Background: an optimization exercise with open tools, aiming at small area, a short achievable clock period and few clock cycles. Do not read the settings as production practice. Only simulation tests tie the RTL to the original design; equivalence was not proved.

==> inputs of trial 8 <==
## screlu_output_dot_product_core
module screlu_output_dot_product_core #(
    parameter int QA_LIMIT    = scrod_pkg::QA_LIMIT_DEF,
    parameter int QB_SCALE    = scrod_pkg::QB_SCALE_DEF,
    parameter int OUT_SCALE   = scrod_pkg::OUT_SCALE_DEF,
    parameter int NUM_BUCKETS = scrod_pkg::NUM_BUCKETS_DEF
) (
    input  logic                                clk,
    input  logic                                rst_n,
    input  logic                                push,
    output logic                                full,
    input  logic signed [scrod_pkg::ACT_W-1:0]  activation,
    input  logic signed [scrod_pkg::WGT_W-1:0]  weight,
    input  logic [scrod_pkg::BKT_W-1:0]         bucket,
    input  logic                                last,
    output logic                                empty,
    input  logic                                pop,
    output logic signed [scrod_pkg::EVAL_W-1:0] eval,
    input  logic                                cfg_we,
    input  logic [scrod_pkg::CFG_IDX_W-1:0]     cfg_index,
    input  logic [scrod_pkg::CFG_DAT_W-1:0]     cfg_data
);
clock: 8.5 ns
lec_check: 0
abc_area: 1
cap_margin: 20
core_margin: 2
core_utilization: 40
setup_slack_margin: 4.75
slew_margin: 20
run.sh (not shown) runs the stock make flow with config.mk's settings and CLKGATE_MAP_FILE= SYNTH_SCRIPT=/design/flow/synth_recipe.tcl, a recipe that flattens the netlist after the stock synthesis.
==> trial 38: changes against trial 8 <==
--- a/flow/design.v
+++ b/flow/design.v
@@ -222,81 +222,81 @@
     end
     logic        bv1_reg, bv2_reg, bv3_reg, bv4_reg;
     logic        adv1, adv2, adv3, adv4;
     logic [7:0]  a_p3_reg;
     logic [8:0]  a_p2_reg;
     logic [9:0]  a_p1_reg, a_p0_reg;
     logic        a_s_reg;
-    logic [7:0]  a_sel_reg;      
+    logic [31:0] a_bs_reg;
+    logic [31:0] bsel;
     logic [7:0]  a_p3;
     logic [8:0]  a_p2;
     logic [9:0]  a_p1, a_p0;
     scrod_d255_pre u_pre_a (
         .x  (acc_reg),
         .p3 (a_p3),
         .p2 (a_p2),
         .p1 (a_p1),
         .p0 (a_p0)
     );
+    always_comb
+    begin
+        bsel = '0;
+        for (int i = 0; i < 8; i++)
+            bsel = bsel | (bias_reg[i] & {32{bval_reg[i] && (b3_reg == 3'(i))}});
+    end
     always_ff @(posedge clk)
     begin
         if (adv1)
         begin
             a_p3_reg <= a_p3;
             a_p2_reg <= a_p2;
             a_p1_reg <= a_p1;
             a_p0_reg <= a_p0;
             a_s_reg  <= acc_reg[31];
-            a_sel_reg <= bval_reg & (8'd1 << b3_reg);
+            a_bs_reg <= bsel;
         end
     end
     logic [32:0] t2_reg;
     logic [1:0]  ff;
-    logic [1:0]  fx;
-    logic [31:0] bsel;
+    logic [32:0] tk;
     logic [32:0] ts1, tc1, ts2, tc2, ts3, tc3;
     always_comb
     begin
         if (a_s_reg)
             ff = 2'((a_p0_reg <= 10'd766) + (a_p0_reg <= 10'd511) + (a_p0_reg <= 10'd256));
         else
             ff = 2'((a_p0_reg >= 10'd255) + (a_p0_reg >= 10'd510) + (a_p0_reg >= 10'd765));
     end
-    assign fx = ff ^ {2{a_s_reg}};
-    always_comb
-    begin
-        bsel = '0;
-        for (int i = 0; i < 8; i++)
-            bsel = bsel | (bias_reg[i] & {32{a_sel_reg[i]}});
-    end
+    assign tk = a_s_reg ? {25'h1FEFEFF, 6'd0, ~ff} : {31'd0, ff};
     scrod_csa #(.W(33)) u_t1 (
-        .a  ({23'd0, a_p1_reg}),
-        .b  ({16'd0, a_p2_reg, 8'd0}),
-        .c  ({9'd0, a_p3_reg, 16'd0}),
+        .a  ({a_bs_reg[31], a_bs_reg}),
+        .b  ({23'd0, a_p1_reg}),
+        .c  ({16'd0, a_p2_reg, 8'd0}),
         .s  (ts1),
         .cy (tc1)
     );
     scrod_csa #(.W(33)) u_t2 (
         .a  (ts1),
         .b  (tc1),
-        .c  ({25'h1FEFEFF & {25{a_s_reg}}, 8'd0}),
+        .c  ({9'd0, a_p3_reg, 16'd0}),
         .s  (ts2),
         .cy (tc2)
     );
     scrod_csa #(.W(33)) u_t3 (
         .a  (ts2),
-        .b  ({tc2[32:1], fx[0]}),
-        .c  ({bsel[31], bsel}),
+        .b  (tc2),
+        .c  (tk),
         .s  (ts3),
         .cy (tc3)
     );
     always_ff @(posedge clk)
     begin
         if (adv2)
-            t2_reg <= ts3 + {tc3[32:1], fx[1]} + {32'd0, fx[1]};
+            t2_reg <= ts3 + tc3;
     end
     logic [7:0]  c_p3_reg;
     logic [8:0]  c_p2_reg;
     logic [9:0]  c_p1_reg, c_p0_reg;
     logic [11:0] c_gk_reg;
     logic        c_s_reg;
     logic [7:0]  c_p3;
@@ -381,53 +381,28 @@
         .b  (ec1),
         .c  ({20'd0, g4_reg[14:8]}),
         .s  (es2),
         .cy (ec2)
     );
     assign e_calc = es2 + {ec2[26:1], ghl[8]};
     logic        o0v_reg;
-    logic        emp_reg;        
     logic [26:0] o0_reg;
     logic        ofree;
     assign popd  = pop && o0v_reg;
     assign ofree = !o0v_reg || pop;
-    assign adv4  = !(bv4_reg && o0v_reg) || pop;
-    assign adv3  = !(bv3_reg && bv4_reg && o0v_reg) || pop;
-    assign adv2  = !(bv2_reg && bv3_reg && bv4_reg && o0v_reg) || pop;
-    assign adv1  = !(bv1_reg && bv2_reg && bv3_reg && bv4_reg && o0v_reg) || pop;
+    assign adv4  = !bv4_reg || ofree;
+    assign adv3  = !bv3_reg || adv4;
+    assign adv2  = !bv2_reg || adv3;
+    assign adv1  = !bv1_reg || adv2;
     always_ff @(posedge clk)
     begin
         if (ofree && bv4_reg)
             o0_reg <= e_calc;
     end
-    logic       n_inc, n_dec;
-    logic [2:0] n_up, n_down;
-    logic       full_next;
-    assign n_inc  = accept && last;
-    assign n_dec  = popd;
-    assign n_up   = n_reg + 3'd1;
-    assign n_down = n_reg - 3'd1;
-    always_comb
-    begin
-        if (n_inc && !n_dec)
-        begin
-            n_next    = n_up;
-            full_next = (n_reg >= 3'(NMAX - 1));
-        end
-        else if (n_dec && !n_inc)
-        begin
-            n_next    = n_down;
-            full_next = (n_reg >= 3'(NMAX + 1));
-        end
-        else
-        begin
-            n_next    = n_reg;
-            full_next = (n_reg >= 3'(NMAX));
-        end
-    end
+    assign n_next = n_reg + {2'd0, accept && last} - {2'd0, popd};
     always_ff @(posedge clk or negedge rst_n)
     begin
         if (!rst_n)
         begin
             full_reg <= 1'b0;
             n_reg    <= 3'd0;
             v0_reg   <= 1'b0;
@@ -437,19 +412,18 @@
             j3_reg   <= 1'b0;
             bval_reg <= 8'd0;
             bv1_reg  <= 1'b0;
             bv2_reg  <= 1'b0;
             bv3_reg  <= 1'b0;
             bv4_reg  <= 1'b0;
             o0v_reg  <= 1'b0;
-            emp_reg  <= 1'b1;
         end
         else
         begin
-            full_reg <= full_next;
+            full_reg <= (n_next >= 3'(NMAX));
             n_reg    <= n_next;
             v0_reg   <= accept;
             v1_reg   <= v0_reg;
             v2_reg   <= v1_reg;
             if (v2_reg)
                 clo_reg <= l2_reg;
             j3_reg   <= v2_reg && l2_reg;
@@ -460,16 +434,13 @@
             if (adv2)
                 bv2_reg <= bv1_reg;
             if (adv3)
                 bv3_reg <= bv2_reg;
             if (adv4)
                 bv4_reg <= bv3_reg;
             if (ofree)
-            begin
                 o0v_reg <= bv4_reg;
-                emp_reg <= !bv4_reg;
-            end
         end
     end
-    assign empty = emp_reg;
+    assign empty = !o0v_reg;
     assign eval  = {{5{o0_reg[26]}}, o0_reg};
 endmodule
==> flow/config.mk (replaced) <==
export PLATFORM = sky130hd
export DESIGN_NAME = screlu_output_dot_product_core
export DESIGN_NICKNAME = screlu_output_dot_product_core
export VERILOG_FILES = /design/flow/design.v
export SDC_FILE = /design/flow/constraint.sdc
export NUM_CORES = 4
export LEC_CHECK = 0
export CAP_MARGIN = 20
export CORE_MARGIN = 2
export CORE_UTILIZATION = 40
export SETUP_SLACK_MARGIN = 4.6
export SLEW_MARGIN = 20
==> summary of the runs <==
Between trial 8 and trial 38, the lower final area is in trial 38 (gap about 2.8%, measured against trial 38).
Via count: trial 8 is higher than trial 38 (about 20%).
Worst setup slack: trial 38 is worse than trial 8 (0.84 ns).
In trial 8 the fmax is higher than in trial 38, by about 23%.
In trial 8 the synthesized cell count is larger than in trial 38, by about 40%.
Between trial 38 and trial 8, the lower area after synthesis is in trial 38 (gap about 6%, measured against trial 8).
Trial 38 went through all stages and came out clean. Trial 8 finished clean.
Between trial 8 and trial 38, the lower clock skew is in trial 8 (gap 0.040 ns).
Testbench counts of trial 8, summed over its fixed seeds: cycles 37,123.
Testbench counts of trial 38, summed over its fixed seeds: cycles 37,123.

[re-timing with driven ports]
In the flow no input, the clock included, has a driving cell. The finished layouts below were timed again as built, in two steps.
Step 1, drivers: a clkbuf_16 drives clk and a buf_2 each remaining input, both assumed.
Step 2 also shifts input and output timing later by t, the mid clock arrival at the registers, as if the neighbouring blocks saw the same clock.
Slacks: ideal ports / drivers / drivers and shift; pairs: ideal ports / drivers.
| run | shift t [ns] | setup WS [ns] | worst data-port slew with drivers (ns) |
|---|---|---|---|
| trial 8 | 0.679 | 4.890 / 4.890 / 4.408 | 0.12 |
| trial 38 | 0.672 | 4.051 / 4.051 / 4.051 | 0.11 |
After both steps every run listed still meets setup and hold. The setup slack of trial 8, which loses most, moves by 0.000 ns with the drivers and by -0.482 ns with both steps.
